What follows belongs to an exercise in optimizing a design on an open flow for small area and a short achievable clock period; a production flow would make more cautious choices. In this exercise RTL edits were held to simulation tests only and were not proved equivalent to the original. Power is estimated from default activity; no workload was simulated.

== run 1 ==
==> flow/design.v (excerpt) <==
module executeStage (
    input  logic                         clk_i,
    input  logic                         rst_n_i,
    input  logic                         stall_i,
    input  logic                         bubble_i,
    input  logic [3:0]                   icode_i,
    input  logic [3:0]                   ifun_i,
    input  logic [2:0]                   stat_i,
    input  logic [y86Pkg::WORD_W-1:0]    valA_i,
    input  logic [y86Pkg::WORD_W-1:0]    valB_i,
    input  logic [y86Pkg::WORD_W-1:0]    valC_i,
    input  logic [3:0]                   dstE_i,
    input  logic [3:0]                   dstM_i,
    input  logic [3:0]                   srcA_i,      
    input  logic [3:0]                   srcB_i,
    output logic [3:0]                   icode_o,
    output logic [2:0]                   stat_o,
    output logic [y86Pkg::WORD_W-1:0]    valE_o,
    output logic [y86Pkg::WORD_W-1:0]    valA_o,
    output logic [3:0]                   dstE_o,
    output logic [3:0]                   dstM_o,
    output logic                         cnd_o
);
Size in the first run: roughly 370 I/O pins, ~17000 um2 of cells after synthesis.
==> flow/config.mk <==
export PLATFORM = sky130hd
export DESIGN_NAME = executeStage
export DESIGN_NICKNAME = executeStage
export VERILOG_FILES = /design/flow/design.v
export SDC_FILE = /design/flow/constraint.sdc
export NUM_CORES = 4
export LEC_CHECK = 0
export ABC_AREA = 1
export CAP_MARGIN = 20
export CORE_MARGIN = 2
export CORE_UTILIZATION = 40
export SLEW_MARGIN = 20
==> flow/constraint.sdc <==
create_clock -name core_clock -period 7.2 [get_ports {clk_i}]
set_input_delay 1.4400 -clock core_clock [delete_from_list [all_inputs] [get_ports {clk_i}]]
set_output_delay 1.4400 -clock core_clock [all_outputs]
set_load 0.01 [all_outputs]
standard.sh (not shown) runs the stock make flow with config.mk's settings and CLKGATE_MAP_FILE= SYNTH_SCRIPT=/design/flow/synth_recipe.tcl, a recipe that flattens the netlist after the stock synthesis.
==> flow/flow/run.sh <==
#!/bin/bash
set -euo pipefail
export BUFFER_PORTS_ARGS="-buffer_cell sky130_fd_sc_hd__buf_1"
export CTS_BUF_LIST="sky130_fd_sc_hd__clkbuf_8 sky130_fd_sc_hd__clkbuf_16"
export CTS_CLUSTER_SIZE=24
export CTS_CLUSTER_DIAMETER=100
export SETUP_SLACK_MARGIN=4.3
bash standard.sh finish > make_finish.log 2>&1
### run 1 -> run 2
diff --git a/flow/flow/run.sh b/flow/flow/run.sh
--- a/flow/flow/run.sh
+++ b/flow/flow/run.sh
@@ -5,4 +5,4 @@
 export CTS_CLUSTER_SIZE=24
 export CTS_CLUSTER_DIAMETER=100
-export SETUP_SLACK_MARGIN=4.3
+export SETUP_SLACK_MARGIN=4.6
 bash standard.sh finish > make_finish.log 2>&1
## What came out
When the final numbers for run 2 and run 1 were put side by side, the global-route met1 utilization turned out to be smaller in run 1. Final standard cell area without fillers (higher): run 2. Taking run 1 as the reference, in run 2 number of enable flip-flop cells after synthesis ~0 delta, slew at the pin with the worst max-slew slack +0.034 ns, number of non-clock buffers +about 1.3%, post-route fraction of the period consumed by the critical path -3.7 points. Relative to run 1, the critical path depth of run 2 is lower by 7.
Edits applied to the flow inputs when going from run 2 to run 3:
diff --git a/flow/flow/run.sh b/flow/flow/run.sh
--- a/flow/flow/run.sh
+++ b/flow/flow/run.sh
@@ -5,4 +5,4 @@
 export CTS_CLUSTER_SIZE=24
 export CTS_CLUSTER_DIAMETER=100
-export SETUP_SLACK_MARGIN=4.6
+export SETUP_SLACK_MARGIN=4.5
 bash standard.sh finish > make_finish.log 2>&1
## What came out
Run 2: PASS, flow complete, no timing, DRC or antenna violations. Run 3 was carried through to the last stage, and its layout satisfied the timing, design-rule and antenna checks. Going from run 2 to run 3, clock power now larger, area growth from synthesis to layout shows a reduction of 1.0 points, relative contribution of sequential cells to total power has decreased. In the reports for run 2 and run 3, the larger net switching share of the total power belongs to run 2. Across both runs, area share of buffers outside the clock network was lower for run 3 than for run 2. On design area, the higher figure sits with run 2, not run 3.
The inputs of run 4 differ from those of run 3 as listed below.
diff --git a/flow/flow/run.sh b/flow/flow/run.sh
--- a/flow/flow/run.sh
+++ b/flow/flow/run.sh
@@ -5,4 +5,4 @@
 export CTS_CLUSTER_SIZE=24
 export CTS_CLUSTER_DIAMETER=100
-export SETUP_SLACK_MARGIN=4.5
+export SETUP_SLACK_MARGIN=5.0
 bash standard.sh finish > make_finish.log 2>&1
Results
Run 4 has completed all stages; timing, DRC and antenna checks passed. Taking run 3 as the reference point, the highest achievable clock rate of run 4 rises by 4.5%. As far as number of nets in the synthesized netlist goes, run 4 and run 3 are indistinguishable; the numbers are identical. Going from run 3 to run 4, instance count on the critical path climbed 2, cell area went up by 25%. Summary of run 4 over run 3: share of the core filled with cells grew by 12 points; largest net degree at the start of global routing decreased 31; area share of buffers outside the clock network rose by 7.4 points. Startpoint of the worst setup timing path: ifun_i[3] -> run 3, icode_i[2] -> run 4.

* * *

== job 7680 ==
Starting RTL as in the previous note.
## executeStage
module executeStage (
    input  logic                         clk_i,
    input  logic                         rst_n_i,
    input  logic                         stall_i,
    input  logic                         bubble_i,
    input  logic [3:0]                   icode_i,
    input  logic [3:0]                   ifun_i,
    input  logic [2:0]                   stat_i,
    input  logic [y86Pkg::WORD_W-1:0]    valA_i,
    input  logic [y86Pkg::WORD_W-1:0]    valB_i,
    input  logic [y86Pkg::WORD_W-1:0]    valC_i,
    input  logic [3:0]                   dstE_i,
    input  logic [3:0]                   dstM_i,
    input  logic [3:0]                   srcA_i,      
    input  logic [3:0]                   srcB_i,
    output logic [3:0]                   icode_o,
    output logic [2:0]                   stat_o,
    output logic [y86Pkg::WORD_W-1:0]    valE_o,
    output logic [y86Pkg::WORD_W-1:0]    valA_o,
    output logic [3:0]                   dstE_o,
    output logic [3:0]                   dstM_o,
    output logic                         cnd_o
);
Settings: LEC_CHECK=0, ABC_AREA=1, CAP_MARGIN=20, CORE_MARGIN=2, CORE_UTILIZATION=40, SLEW_MARGIN=20; clock period 7.2 ns.
==> flow/flow/run.sh <==
#!/bin/bash
set -euo pipefail
export BUFFER_PORTS_ARGS="-buffer_cell sky130_fd_sc_hd__buf_1"
export CTS_BUF_LIST="sky130_fd_sc_hd__clkbuf_8 sky130_fd_sc_hd__clkbuf_16"
export CTS_CLUSTER_SIZE=24
export CTS_CLUSTER_DIAMETER=100
export SETUP_SLACK_MARGIN=4.8
bash standard.sh finish > make_finish.log 2>&1
Looking at the reports, job 7680 completed the entire flow and the layout it produced met the timing, design-rule and antenna checks.
### job 7680 -> job 1193
Settings: a deleted ABC_AREA that had been 1.
-- flow/flow/run.sh --
<<< job 7680, line 5
export CTS_CLUSTER_SIZE=24
export CTS_CLUSTER_DIAMETER=100
export SETUP_SLACK_MARGIN=4.8
bash standard.sh finish > make_finish.log 2>&1
>>> job 1193, line 5
export CTS_CLUSTER_SIZE=24
export CTS_CLUSTER_DIAMETER=100
export SETUP_SLACK_MARGIN=4.3
bash standard.sh finish > make_finish.log 2>&1
Findings:
Every stage of the flow completed for job 1193, and the final layout passed the timing, design-rule and antenna checks. In the route summary, job 1193 ends up with a via count below that of job 7680. Job 1193: max-slew headroom at the worst pin is 13 points lower than what job 7680 reported. Job 1193 vs. job 7680: H-tree level count flat, count of antenna diodes in the layout lost 1. Job 1193 reports a higher worst path buffer plus inverter count than job 7680 does. Area: job 1193 vs job 7680 -> job 1193 smaller. As of job 1193, die boundary height had fallen by a few percent compared to job 7680. Of job 1193 and job 7680, the run reporting the lower sequential share of layout area was job 7680.
## Diff of input files: job 7629 against job 1193
Settings: an added ABC_AREA of 1.
-- flow/flow/run.sh --
<<< job 1193, line 5
export CTS_CLUSTER_SIZE=24
export CTS_CLUSTER_DIAMETER=100
export SETUP_SLACK_MARGIN=4.3
bash standard.sh finish > make_finish.log 2>&1
>>> job 7629, line 5
export CTS_CLUSTER_SIZE=24
export CTS_CLUSTER_DIAMETER=100
export SETUP_SLACK_MARGIN=4.7
bash standard.sh finish > make_finish.log 2>&1
As of job 7629, placed wire-length estimate after detailed placement had risen by a little under 10% compared to job 1193.
Per the comparison of job 7629 with job 1193, worst setup slack +390 ps; endpoint arrival time on the critical path shrank by 2150 ps; post-route clock skew climbed 11 ps.

[re-timing with driven ports]
How much do the figures lean on ideal ports? The routed layouts below were timed once more, with nothing changed but the port constraints. Step 1 assumes that a clkbuf_16 drives the clock port and a buf_2 every other input. Step 2 also shifts input and output timing later by t, the mid clock arrival at the registers, as if the neighbouring blocks saw the same clock. Three values: ideal ports, drivers, drivers and shift; two values: the first two.
run	t, ns	setup WS [ns]	hold WS [ns]	worst register clock-pin slew, ns	worst slew at a driven data input, ns
run 1	0.589	4.366 / 4.342 / 3.754	0.421 / 0.421 / 0.421	0.11 / 0.11	0.09
run 2	0.589	4.635 / 4.583 / 4.088	0.408 / 0.408 / 0.408	0.10 / 0.10	0.11
run 3	0.582	4.576 / 4.537 / 3.966	0.419 / 0.419 / 0.419	0.11 / 0.11	0.10
run 4	0.585	4.689 / 4.670 / 4.105	0.409 / 0.409 / 0.409	0.11 / 0.11	0.13
job 7680	0.599	4.728 / 4.675 / 4.161	0.403 / 0.403 / 0.403	0.10 / 0.10	0.11
job 1193	0.577	4.343 / 4.364 / 3.787	0.413 / 0.413 / 0.413	0.10 / 0.10	0.06
job 7629	0.583	4.732 / 4.678 / 4.196	0.401 / 0.401 / 0.401	0.10 / 0.10	0.11
After both steps setup and hold are still met in every run listed. For run 1, which loses most, drivers alone change the setup slack by -0.024 ns; drivers and shift together by -0.612 ns.
